Background: an optimization exercise with open tools, aiming at small area, a short achievable clock period and few clock cycles per item. Do not read the settings as production practice.
Where RTL was checked, it was by simulation tests only, not by an equivalence proof against the original.
Power and IR drop assume default switching activity.

job 101:
==> flow/design.v (excerpt) <==
module fp_addsub_top (
  input  logic        clk,
  input  logic        rst_n,
  input  logic        in_req,
  output logic        in_ack,
  input  logic [64:0] in_op,      
  output logic        out_req,
  input  logic        out_ack,
  output logic [34:0] out_res     
);
clock: 6.5 ns
lec_check: 0
abc_area: 1
cap_margin: 20
core_margin: 2
core_utilization: 40
cts_buf_list: sky130_fd_sc_hd__clkbuf_8
setup_slack_margin: 3.3
slew_margin: 20
tns_end_percent: 0
buffer_ports_args: -buffer_cell sky130_fd_sc_hd__buf_1
standard.sh (not shown) runs the stock make flow with config.mk's settings and CLKGATE_MAP_FILE= SYNTH_SCRIPT=/design/flow/synth_recipe.tcl, a recipe that flattens the netlist after the stock synthesis.
==> flow/flow/run.sh <==
#!/bin/bash
set -e
echo 'export BUFFER_PORTS_ARGS = -buffer_cell sky130_fd_sc_hd__buf_1' >> config.mk
bash standard.sh > standard.log 2>&1
Job 101 reached the end of the flow, and the finished layout is clean on the timing, design-rule and antenna checks.
Testbench counts of job 101, summed over its fixed seeds: cycles 9,608, items 3,200.
#### Input delta (job 102 over job 101)
# job 101
export LEC_CHECK = 0
export ABC_AREA = 1
export CAP_MARGIN = 20
export CORE_MARGIN = 2
export CORE_UTILIZATION = 40
export CTS_BUF_LIST = sky130_fd_sc_hd__clkbuf_8
export SETUP_SLACK_MARGIN = 3.3
export SLEW_MARGIN = 20
export TNS_END_PERCENT = 0
export BUFFER_PORTS_ARGS = -buffer_cell sky130_fd_sc_hd__buf_1
create_clock -name core_clock -period 6.5 [get_ports {clk}]
# job 102
export LEC_CHECK = 0
export ABC_AREA = 1
export CAP_MARGIN = 20
export CORE_MARGIN = 2
export CORE_UTILIZATION = 40
export CTS_BUF_LIST = sky130_fd_sc_hd__clkbuf_8
export SETUP_SLACK_MARGIN = 4.0
export SLEW_MARGIN = 20
export TNS_END_PERCENT = 0
export BUFFER_PORTS_ARGS = -buffer_cell sky130_fd_sc_hd__buf_1
create_clock -name core_clock -period 6.5 [get_ports {clk}]
Row slack of the worst reg-to-reg path: job 102 higher / job 101 lower
Part of the power in combinational logic was higher in the run labelled job 102.
From job 101 to job 102 the numbers moved as follows: met2 track utilization from global routing went up; amount of wire on met3 after detailed routing went up; latest clock arrival within the worst-skew pair did not really move; met1 layer wirelength in the final routing did not really move; switching part of the total went up.
Summary: with job 101 as the reference, post-detailed-routing wire length in job 102 moved up by a few percent.
In the metrics for job 101 and job 102, the one carrying the lower design area is job 101.
Global-route track usage on met3: job 101 vs job 102 — no meaningful difference
NOTE: minimum setup slack in the final design in job 102 exceeds that of job 101
The critical setup path kind comes out in2reg in one run and reg2reg in the other, namely in job 101 and job 102 respectively.
Input-level comparison between job 103 and job 102:
# job 102
export LEC_CHECK = 0
export ABC_AREA = 1
export CAP_MARGIN = 20
export CORE_MARGIN = 2
export CORE_UTILIZATION = 40
export CTS_BUF_LIST = sky130_fd_sc_hd__clkbuf_8
export SETUP_SLACK_MARGIN = 4.0
export SLEW_MARGIN = 20
export TNS_END_PERCENT = 0
export BUFFER_PORTS_ARGS = -buffer_cell sky130_fd_sc_hd__buf_1
create_clock -name core_clock -period 6.5 [get_ports {clk}]
# job 103
export LEC_CHECK = 0
export ABC_AREA = 1
export CAP_MARGIN = 20
export CORE_MARGIN = 2
export CORE_UTILIZATION = 40
export CTS_BUF_LIST = sky130_fd_sc_hd__clkbuf_8
export SETUP_SLACK_MARGIN = 3.9
export SLEW_MARGIN = 20
export TNS_END_PERCENT = 5
export BUFFER_PORTS_ARGS = -buffer_cell sky130_fd_sc_hd__buf_1
create_clock -name core_clock -period 6.5 [get_ports {clk}]
Findings:
Looking at final area, job 103 sits 5.9% higher than job 102 does. The overall power of the completed layout of job 103 was inferior to that of job 102. | worst hold slack | job 102 vs job 103 | ≈ equal |. [diff] first-pass GRT wire length, job 103 relative to job 102: improvement.
## Diff of input files: job 104 against job 103
# job 103
export LEC_CHECK = 0
export ABC_AREA = 1
export CAP_MARGIN = 20
export CORE_MARGIN = 2
export CORE_UTILIZATION = 40
export CTS_BUF_LIST = sky130_fd_sc_hd__clkbuf_8
export SETUP_SLACK_MARGIN = 3.9
export SLEW_MARGIN = 20
export TNS_END_PERCENT = 5
export BUFFER_PORTS_ARGS = -buffer_cell sky130_fd_sc_hd__buf_1
create_clock -name core_clock -period 6.5 [get_ports {clk}]
# job 104
export LEC_CHECK = 0
export ABC_AREA = 1
export CAP_MARGIN = 20
export CORE_MARGIN = 2
export CORE_UTILIZATION = 50
export CTS_BUF_LIST = sky130_fd_sc_hd__clkbuf_8
export SETUP_SLACK_MARGIN = 3.6
export SLEW_MARGIN = 20
export TNS_END_PERCENT = 5
export BUFFER_PORTS_ARGS = -buffer_cell sky130_fd_sc_hd__buf_1
create_clock -name core_clock -period 6.5 [get_ports {clk}]
## What came out
As far as power dissipated in sequential cells is concerned, job 103 and job 104 perform about the same. The lower portion of total power attributed to combinational logic came out of job 103. Compared to job 103, the routing of job 104 uses more wire. Having completed the whole flow, job 103 delivered a layout that passed the timing, design-rule and antenna checks. Job 104 finished every step from synthesis to the final layout, and the layout passed the timing, design-rule and antenna checks. Changes observed in job 104 relative to job 103: die extent in x now smaller, setup slack of the critical path after layout fell 0.043 ns. Re post-cts hold buffer count: no difference whatsoever between job 104 and job 103.

Setup of ember:
Another version of the RTL of fp_addsub_top (not shown whole).
Size in the first run: roughly 140 flip-flops, ~110 I/O pins, ~12000 um2 of cells after synthesis.
clock: 6.5 ns
lec_check: 0
abc_area: 1
cap_margin: 20
core_margin: 2
core_utilization: 40
setup_slack_margin: 3.0
slew_margin: 20
tns_end_percent: 5
buffer_ports_args: -buffer_cell sky130_fd_sc_hd__buf_1
Scripts as last shown in full above: flow/flow/run.sh
Testbench counts of ember, summed over its fixed seeds: cycles 9,608, items 3,200.
Inputs modified between ember and maple:
--- a/flow/config.mk
+++ b/flow/config.mk
@@ -11,3 +11,3 @@
 export CORE_UTILIZATION = 40
-export SETUP_SLACK_MARGIN = 3.0
+export SETUP_SLACK_MARGIN = 3.6
 export SLEW_MARGIN = 20
### Flow results
Looking at fraction of power consumed by combinational cells, maple sits 0.9 points lower than ember does.
When maple is set beside ember, its critical path data arrival time turns out to be 0.03 ns larger.
Proportion of power drawn by the clock network (higher): maple
Compared maple vs ember, and multi-input combinational area share is up in maple.
On maple: wire length of the first global-routing pass is 970 um higher than what ember gave.
On maple: design area is about 1.1% lower than what ember gave.
ember has higher core utilization than maple.
On wire length, ember and maple are basically level.
Input-level comparison between tundra and maple:
--- a/flow/config.mk
+++ b/flow/config.mk
@@ -11,3 +11,3 @@
 export CORE_UTILIZATION = 40
-export SETUP_SLACK_MARGIN = 3.6
+export SETUP_SLACK_MARGIN = 3.3
 export SLEW_MARGIN = 20
[summary]
- Required arrival time at the worst endpoint: maple vs tundra — no meaningful difference
- Higher non-clock buffer instance count of the final layout among maple and tundra: maple
- Sort maple and tundra by routed wire length, descending, and maple comes first.
- Achievable clock frequency across maple and tundra: no real change.
- [compare] base=maple new=tundra: worst clock skew on the final layout flat; share of the core filled with cells down 0.52 points; worst setup slack flat.

Setup of lane 1:
fp_addsub_top, a different RTL version from the one above (not shown whole).
For scale: about 1,900 cells after synthesis, ~110 I/O pins, about 0.012 mm2 of cells after synthesis.
clock: 6.5 ns
lec_check: 0
abc_area: 1
cap_margin: 20
core_margin: 2
core_utilization: 40
cts_buf_list: sky130_fd_sc_hd__clkbuf_8
setup_slack_margin: 3.3
slew_margin: 20
tns_end_percent: 5
buffer_ports_args: -buffer_cell sky130_fd_sc_hd__buf_1
Scripts as last shown in full above: flow/flow/run.sh
Lane 1: no failed stages, no open violations at the end
Here is what was changed in the inputs of lane 3 compared with lane 1.
--- a/flow/config.mk
+++ b/flow/config.mk
@@ -11,5 +11,5 @@
 export CORE_UTILIZATION = 40
 export CTS_BUF_LIST = sky130_fd_sc_hd__clkbuf_8
-export SETUP_SLACK_MARGIN = 3.3
+export SETUP_SLACK_MARGIN = 3.6
 export SLEW_MARGIN = 20
 export TNS_END_PERCENT = 5
[summary]
Having completed the whole flow, lane 3 delivered a layout that passed the timing, design-rule and antenna checks. Looking at proportion of power drawn by the clock network, lane 3 sits 0.6 points above lane 1. Width of the chip essentially unchanged between lane 1 and lane 3. The average wire length per cell after detail routing reported for lane 3 is greater than that of lane 1 by about 3%. Between lane 3 and lane 1, the difference in multi-input gate count is negligible. Number of non-clock inverters in the layout, lane 3 vs lane 1: up slightly. NOTE: final standard cell area without fillers in lane 3 exceeds that of lane 1. Lane 3 against lane 1: maximum vdd drop higher; number of diodes added for antenna fixing neither gained nor lost much; first-pass GRT wire length stayed essentially flat; combinational logic power went up.
No functional check of the RTL was part of any run of this note.

fp_addsub_top, a different RTL version from the one above (not shown whole).
Size in the first run: ~1,800 cells after synthesis, ~140 flip-flops, roughly 110 I/O pins, about 12,000 um2 of cells after synthesis.
==> flow/config.mk <==
export PLATFORM = sky130hd
export DESIGN_NAME = fp_addsub_top
export DESIGN_NICKNAME = fp_addsub_top
export VERILOG_FILES = /design/flow/design.v
export SDC_FILE = /design/flow/constraint.sdc
export NUM_CORES = 4
export LEC_CHECK = 0
export ABC_AREA = 1
export CAP_MARGIN = 20
export CORE_MARGIN = 2
export CORE_UTILIZATION = 40
export CTS_BUF_LIST = sky130_fd_sc_hd__clkbuf_8
export SETUP_SLACK_MARGIN = 3.6
export SLEW_MARGIN = 20
export TNS_END_PERCENT = 0
export BUFFER_PORTS_ARGS = -buffer_cell sky130_fd_sc_hd__buf_1
==> flow/constraint.sdc <==
create_clock -name core_clock -period 6.5 [get_ports {clk}]
set_input_delay 1.3000 -clock core_clock [delete_from_list [all_inputs] [get_ports {clk}]]
set_output_delay 1.3000 -clock core_clock [all_outputs]
set_load 0.01 [all_outputs]
Scripts as last shown in full above: flow/flow/run.sh
==> next run, changes <==
Settings changed: TNS_END_PERCENT 0 to 5.
=>
- The new run completed with no timing, DRC or antenna violations
- setup slack degrades by 0.082 ns
- final cell count goes up by 2.2%
- power rises by 2.5%
- final area went up by 4.8%
No functional check of the RTL was part of any run of this note.

==> what the ideal ports hide <==
The results above use ideal ports. As a check the final layouts listed here were re-extracted and re-timed, cells and wires unchanged. Step 1 (the two cells are an assumption about what drives the block):
set clk [get_ports {clk}]
set_driving_cell -lib_cell sky130_fd_sc_hd__clkbuf_16 $clk
set_driving_cell -lib_cell sky130_fd_sc_hd__buf_2 [delete_from_list [all_inputs] $clk]
Step 2, shift: input delay + t, output delay - t, t = (earliest + latest rising clock arrival at the registers) / 2. This alone moves slack from input paths to output paths. Slacks: ideal ports / drivers / drivers and shift; pairs: ideal ports / drivers.
run	shift t [ns]	setup slack, ns	worst slew at a driven data input, ns
job 101	0.515	3.094 / 3.101 / 2.596	0.04
job 102	0.528	3.165 / 3.165 / 2.734	0.04
job 103	0.514	3.137 / 3.137 / 2.691	0.04
job 104	0.504	3.094 / 3.094 / 2.663	0.04
ember	0.477	3.028 / 3.028 / 2.644	0.04
maple	0.480	3.001 / 3.001 / 2.678	0.04
tundra	0.485	2.999 / 2.999 / 2.683	0.04
lane 1	0.516	2.944 / 2.966 / 2.450	0.06
lane 3	0.530	3.061 / 3.061 / 2.619	0.04
the first run of note 4	0.493	3.064 / 3.064 / 2.674	0.03
the second run of note 4	0.522	2.982 / 2.982 / 2.678	0.04
After both steps setup and hold are still met in every run listed. For job 101, which loses most, drivers alone change the setup slack by +0.007 ns; drivers and shift together by -0.498 ns.
